This is an optimization exercise on Yosys and OpenROAD, whose aim is small area and a short achievable clock period, not a production implementation.
Where RTL was checked, it was by simulation tests only, not by an equivalence proof against the original.

// mac_pipe_nxn
module mac_pipe_nxn #(
    parameter int unsigned DW    = 32,
    parameter int unsigned LAT   = 3,
    parameter int unsigned GUARD = 8
) (
    input  logic                  i_clk,
    input  logic                  i_rstn,
    input  logic                  i_valid,
    output logic                  o_ready,
    input  logic                  i_multa_ns,
    input  logic                  i_multb_ns,
    input  logic [DW-1:0]         i_multa,
    input  logic [DW-1:0]         i_multb,
    input  logic                  i_acc_en,
    input  logic                  i_acc_clr,
    output logic                  o_valid,
    input  logic                  i_ready,
    output logic [2*DW-1:0]       o_product,
    output logic [2*DW+GUARD-1:0] o_acc,
    output logic                  o_acc_ovf
);
    logic advance;
    assign advance = !(o_valid && !i_ready);
    assign o_ready = advance;
    logic        r1_vld;
    logic [31:0] r1_a_n;
    logic        r1_ea_n, r1_sxen, r1_en, r1_clr;
    logic [16:0] r1_one_n, r1_neg;
    logic [15:0] r1_two_n;
    logic [34:0] bx;
    logic [16:0] d_one, d_neg, d_two;
    assign bx = {{2{i_multb_ns & i_multb[31]}}, i_multb, 1'b0};
    always_comb begin
        for (int i = 0; i < 17; i++) begin
  ...
Size in the first run: about 0.037 mm^2 of cells after synthesis.
==> flow/config.mk <==
export PLATFORM = sky130hd
export DESIGN_NAME = mac_pipe_nxn
export DESIGN_NICKNAME = mac_pipe_nxn
export VERILOG_FILES = /design/flow/design.v
export SDC_FILE = /design/flow/constraint.sdc
export NUM_CORES = 4
export LEC_CHECK = 0
export ABC_AREA = 1
export CAP_MARGIN = 20
export CORE_MARGIN = 2
export CORE_UTILIZATION = 60
export SLEW_MARGIN = 20
export SYNTH_HIERARCHICAL = 1
export SYNTH_MINIMUM_KEEP_SIZE = 0
==> flow/constraint.sdc <==
create_clock -name core_clock -period 12.5 [get_ports {i_clk}]
set_input_delay 2.5000 -clock core_clock [delete_from_list [all_inputs] [get_ports {i_clk}]]
set_output_delay 2.5000 -clock core_clock [all_outputs]
set_load 0.01 [all_outputs]
standard.sh (not shown) runs the stock make flow with config.mk's settings and CLKGATE_MAP_FILE= SYNTH_SCRIPT=/design/flow/synth_recipe.tcl, a recipe that flattens the netlist after the stock synthesis.
==> flow/flow/run.sh <==
#!/bin/bash
# Layout flow: the standard flow (standard.sh runs every ORFS step from synthesis to
# finish) with these settings changed:
#  - the ports are buffered with sky130_fd_sc_hd__buf_1 cells (buffer_ports -buffer_cell);
#  - the timing repair steps aim for 7.1 ns of setup slack (SETUP_SLACK_MARGIN);
#  - clock tree synthesis: -sink_clustering_enable -repair_clock_nets -buf_list sky130_fd_sc_hd__clkbuf_4 -dont_use_dummy_load
# The constraints (clock period, input and output delays, loads) are the standard flow's, unchanged.
# make's output goes to make_finish.log; each ORFS step logs to orfs/logs/.
set -euo pipefail
bash standard.sh "BUFFER_PORTS_ARGS=-buffer_cell sky130_fd_sc_hd__buf_1" "SETUP_SLACK_MARGIN=7.1" \
  "CTS_ARGS=-sink_clustering_enable -repair_clock_nets -buf_list sky130_fd_sc_hd__clkbuf_4 -dont_use_dummy_load" finish > make_finish.log 2>&1
Then changed:
==> flow/flow/run.sh (replaced) <==
#!/bin/bash
# Layout flow: the standard flow (standard.sh, every ORFS step from synthesis to
# finish) with two settings changed:
#  - the ports are buffered with sky130_fd_sc_hd__buf_2 cells (buffer_ports -buffer_cell);
#  - the timing repair steps aim for 7 ns of setup slack (SETUP_SLACK_MARGIN).
# The constraints (clock period, input and output delays, loads) are the standard flow's, unchanged.
set -euo pipefail
bash standard.sh "BUFFER_PORTS_ARGS=-buffer_cell sky130_fd_sc_hd__buf_2" "SETUP_SLACK_MARGIN=7" finish > make_finish.log 2>&1
CORE_UTILIZATION = 40   (was 60)
The changed run ran to the end with no violations.
Synthesized area stays the same.
Critical path depth does not change.
Setup slack gets worse by 16 ps.
Flip-flop and latch count stays the same.
Wire length shrinks by about 2.6%.
Then changed:
==> flow/flow/run.sh (replaced) <==
#!/bin/bash
# Layout flow: the standard flow (standard.sh, every ORFS step from synthesis to
# finish) with two settings changed:
#  - the ports are buffered with sky130_fd_sc_hd__buf_1 cells (buffer_ports -buffer_cell);
#  - the timing repair steps aim for 7.1 ns of setup slack (SETUP_SLACK_MARGIN).
# The constraints (clock period, input and output delays, loads) are the standard flow's, unchanged.
set -euo pipefail
bash standard.sh "BUFFER_PORTS_ARGS=-buffer_cell sky130_fd_sc_hd__buf_1" "SETUP_SLACK_MARGIN=7.1" finish > make_finish.log 2>&1
CORE_UTILIZATION = 60   (was 40)
CTS_BUF_LIST = sky130_fd_sc_hd__clkbuf_4   (was unset)
The new run went through all stages and came out clean. Sequential cell count does not change.
Then changed:
==> flow/flow/run.sh (replaced) <==
#!/bin/bash
# Layout flow: the standard flow (standard.sh, every ORFS step from synthesis to
# finish) with two settings changed:
#  - the ports are buffered with sky130_fd_sc_hd__buf_2 cells (buffer_ports -buffer_cell);
#  - the timing repair steps aim for 5 ns of setup slack (SETUP_SLACK_MARGIN).
# The constraints (clock period, input and output delays, loads) are the standard flow's, unchanged.
set -euo pipefail
bash standard.sh "BUFFER_PORTS_ARGS=-buffer_cell sky130_fd_sc_hd__buf_2" "SETUP_SLACK_MARGIN=5" finish > make_finish.log 2>&1
CORE_UTILIZATION = 40   (was 60)
CTS_BUF_LIST = unset   (was sky130_fd_sc_hd__clkbuf_4)
Cell count is higher by 6.3%.
Die area is higher by 49%.
Then changed:
==> flow/flow/run.sh (replaced) <==
#!/bin/bash
# Layout flow: the standard flow (standard.sh, every ORFS step from synthesis to
# finish) with two settings changed:
#  - the ports are buffered with sky130_fd_sc_hd__buf_1 cells (buffer_ports -buffer_cell);
#  - the timing repair steps aim for 7.1 ns of setup slack (SETUP_SLACK_MARGIN).
# The constraints (clock period, input and output delays, loads) are the standard flow's, unchanged.
set -euo pipefail
bash standard.sh "BUFFER_PORTS_ARGS=-buffer_cell sky130_fd_sc_hd__buf_1" "SETUP_SLACK_MARGIN=7.1" finish > make_finish.log 2>&1
CORE_UTILIZATION = 60   (was 40)
CTS_BUF_LIST = sky130_fd_sc_hd__clkbuf_4   (was unset)
CTS_CLUSTER_SIZE = 16   (was unset)
After rerunning: Clock-buffer cell count is higher by 74; synthesized area does not change; sequential cell count does not change; design area is higher by 2.9%; sequential share of layout area went down by 0.62 points.
Then changed:
CTS_BUF_LIST = sky130_fd_sc_hd__clkbuf_8   (was sky130_fd_sc_hd__clkbuf_4)
CTS_CLUSTER_SIZE = unset   (was 16)
Worst setup slack gets worse by 62 ps.
Count of clock-buffer cells in the layout falls by 61.
Hold slack improved by 21 ps.
Cell area grows by about 1.6%.
Routed wire length goes up by about 2.5%.
Function was not checked in any run of this note: the RTL went through the layout flow alone.


mac_pipe_nxn, a different RTL version from the one above (not shown whole).
For scale: about 3900 cells after synthesis, roughly 320 flip-flops, roughly 210 I/O pins.
export LEC_CHECK = 0
export ABC_AREA = 1
export CAP_MARGIN = 0
export CORE_MARGIN = 2
export CORE_UTILIZATION = 60
export SLEW_MARGIN = 0
export SYNTH_HIERARCHICAL = 1
export SYNTH_MINIMUM_KEEP_SIZE = 0
create_clock -name core_clock -period 12.5 [get_ports {i_clk}]
==> flow/flow/run.sh <==
#!/bin/bash
# Layout flow: the standard flow (standard.sh runs every ORFS step from synthesis to
# finish) with these settings changed:
#  - the ports are buffered with sky130_fd_sc_hd__buf_1 cells (buffer_ports -buffer_cell);
#  - the timing repair steps aim for 7.1 ns of setup slack (SETUP_SLACK_MARGIN);
#  - clock tree synthesis: -sink_clustering_enable -repair_clock_nets -buf_list sky130_fd_sc_hd__clkbuf_4 -dont_use_dummy_load -sink_clustering_size 8 -sink_clustering_max_diameter 50
# The constraints (clock period, input and output delays, loads) are the standard flow's, unchanged.
# make's output goes to make_finish.log; each ORFS step logs to orfs/logs/.
set -euo pipefail
bash standard.sh "BUFFER_PORTS_ARGS=-buffer_cell sky130_fd_sc_hd__buf_1" "SETUP_SLACK_MARGIN=7.1" \
  "CTS_ARGS=-sink_clustering_enable -repair_clock_nets -buf_list sky130_fd_sc_hd__clkbuf_4 -dont_use_dummy_load -sink_clustering_size 8 -sink_clustering_max_diameter 50" finish > make_finish.log 2>&1
Change:
--- a/flow/flow/run.sh
+++ b/flow/flow/run.sh
@@ -5 +5 @@
-#  - the timing repair steps aim for 7.1 ns of setup slack (SETUP_SLACK_MARGIN);
+#  - the timing repair steps aim for 7.2 ns of setup slack (SETUP_SLACK_MARGIN);
@@ -10 +10 @@
-bash standard.sh "BUFFER_PORTS_ARGS=-buffer_cell sky130_fd_sc_hd__buf_1" "SETUP_SLACK_MARGIN=7.1" \
+bash standard.sh "BUFFER_PORTS_ARGS=-buffer_cell sky130_fd_sc_hd__buf_1" "SETUP_SLACK_MARGIN=7.2" \
=> Core utilization came out higher by 0.58 points. Clock skew increases by 5.7 ps. Non-clock buffer count rose by 19. Final area climbs slightly. Die area does not change. Wire length hardly moves. Fmax is about the same.


Another version of the RTL of mac_pipe_nxn (not shown whole).
Size in the first run: roughly 3700 cells after synthesis, ~210 I/O pins, ~37000 um^2 of cells after synthesis.
==> flow/config.mk <==
export PLATFORM = sky130hd
export DESIGN_NAME = mac_pipe_nxn
export DESIGN_NICKNAME = mac_pipe_nxn
export VERILOG_FILES = /design/flow/design.v
export SDC_FILE = /design/flow/constraint.sdc
export NUM_CORES = 4
export LEC_CHECK = 0
export ABC_AREA = 1
export CAP_MARGIN = 20
export CORE_MARGIN = 2
export CORE_UTILIZATION = 60
export SLEW_MARGIN = 20
export SYNTH_HIERARCHICAL = 1
export SYNTH_MINIMUM_KEEP_SIZE = 0
==> flow/constraint.sdc <==
create_clock -name core_clock -period 12.5 [get_ports {i_clk}]
set_input_delay 2.5000 -clock core_clock [delete_from_list [all_inputs] [get_ports {i_clk}]]
set_output_delay 2.5000 -clock core_clock [all_outputs]
set_load 0.01 [all_outputs]
==> flow/flow/run.sh <==
#!/bin/bash
# Layout flow: the standard flow (standard.sh runs every ORFS step from synthesis to
# finish) with these settings changed:
#  - the ports are buffered with sky130_fd_sc_hd__buf_1 cells (buffer_ports -buffer_cell);
#  - the timing repair steps aim for 7.1 ns of setup slack (SETUP_SLACK_MARGIN);
#  - clock tree synthesis: -sink_clustering_enable -repair_clock_nets -buf_list sky130_fd_sc_hd__clkbuf_4 -dont_use_dummy_load
# The constraints (clock period, input and output delays, loads) are the standard flow's, unchanged.
# make's output goes to make_finish.log; each ORFS step logs to orfs/logs/.
set -euo pipefail
bash standard.sh "BUFFER_PORTS_ARGS=-buffer_cell sky130_fd_sc_hd__buf_1" "SETUP_SLACK_MARGIN=7.1" \
  "CTS_ARGS=-sink_clustering_enable -repair_clock_nets -buf_list sky130_fd_sc_hd__clkbuf_4 -dont_use_dummy_load" finish > make_finish.log 2>&1
Next try:
==> flow/flow/run.sh (replaced) <==
#!/bin/bash
# Layout flow: the standard flow (standard.sh runs every ORFS step from synthesis to
# finish) with these settings changed:
#  - the ports are buffered with sky130_fd_sc_hd__buf_1 cells (buffer_ports -buffer_cell);
#  - the timing repair steps aim for 7.1 ns of setup slack (SETUP_SLACK_MARGIN);
#  - clock tree synthesis: -sink_clustering_enable -repair_clock_nets -buf_list sky130_fd_sc_hd__clkbuf_4 -dont_use_dummy_load -sink_clustering_size 8 -sink_clustering_max_diameter 50
# The constraints (clock period, input and output delays, loads) are the standard flow's, unchanged.
# make's output goes to make_finish.log; each ORFS step logs to orfs/logs/.
set -euo pipefail
bash standard.sh "BUFFER_PORTS_ARGS=-buffer_cell sky130_fd_sc_hd__buf_1" "SETUP_SLACK_MARGIN=7.1" \
  "CTS_ARGS=-sink_clustering_enable -repair_clock_nets -buf_list sky130_fd_sc_hd__clkbuf_4 -dont_use_dummy_load -sink_clustering_size 8 -sink_clustering_max_diameter 50" finish > make_finish.log 2>&1
=> Final cell count falls by 0.63%; core utilization falls by 0.36 points; fmax stays flat; critical path depth is unchanged; final area goes down by 0.56%; flip-flop and latch count stays the same; wire length shrinks by 0.55%; global-route usage is lower by 0.21 points.
Next try:
--- a/flow/config.mk
+++ b/flow/config.mk
@@ -8,6 +8,6 @@
 export ABC_AREA = 1
-export CAP_MARGIN = 20
+export CAP_MARGIN = 0
 export CORE_MARGIN = 2
-export CORE_UTILIZATION = 60
-export SLEW_MARGIN = 20
+export CORE_UTILIZATION = 70
+export SLEW_MARGIN = 0
 export SYNTH_HIERARCHICAL = 1
The changed run finished with timing, DRC and antenna clean.
Worst setup slack loses 0.0088 ns.
Cell area went down by about 0.6%.
First-iteration DRC count went up by about 6%.
Wire length shrinks by about 2.5%.

-- port drivers added, routing unchanged --
The results above use ideal ports. As a check the final layouts listed here were re-extracted and re-timed, cells and wires unchanged. Step 1: set_driving_cell puts a clkbuf_16 on i_clk and a buf_2 on each other input, an assumption about the parent block. Step 2 moves the port delays by t, midway between the first and last clock arrival at a register: inputs arrive t later, outputs are due t later. That takes back most of the time a late clock gives input paths. a / b / c = ideal / step 1 / step 2; a / b = the first two.
| run | shift t [ns] | setup slack, ns | worst setup path after step 2 | pins driven straight from the clock port |
|---|---|---|---|---|
| the first run of note 1 | 0.849 | 7.063 / 7.063 / 7.063 | register to register | 1 |
| the second run of note 1 | 0.648 | 7.048 / 7.048 / 7.048 | register to register | 1 |
| the third run of note 1 | 0.900 | 7.104 / 7.079 / 7.079 | input to output | 1 |
| the fourth run of note 1 | 0.647 | 6.573 / 6.552 / 6.552 | input to output | 1 |
| the fifth run of note 1 | 0.900 | 7.104 / 7.079 / 7.079 | input to output | 1 |
| the sixth run of note 1 | 0.763 | 7.043 / 7.043 / 7.043 | register to register | 1 |
| the first run of note 2 | 0.904 | 7.124 / 7.095 / 7.095 | input to output | 1 |
| the second run of note 2 | 0.898 | 7.118 / 7.075 / 7.075 | input to output | 1 |
| the first run of note 3 | 0.870 | 7.123 / 7.103 / 7.103 | input to output | 1 |
| the second run of note 3 | 0.904 | 7.132 / 7.112 / 7.112 | input to output | 1 |
| the third run of note 3 | 0.862 | 7.123 / 7.090 / 7.090 | input to output | 1 |
After both steps every run listed still meets setup and hold. For the second run of note 2, which loses most, drivers alone change the setup slack by -0.043 ns; drivers and shift together by -0.043 ns.
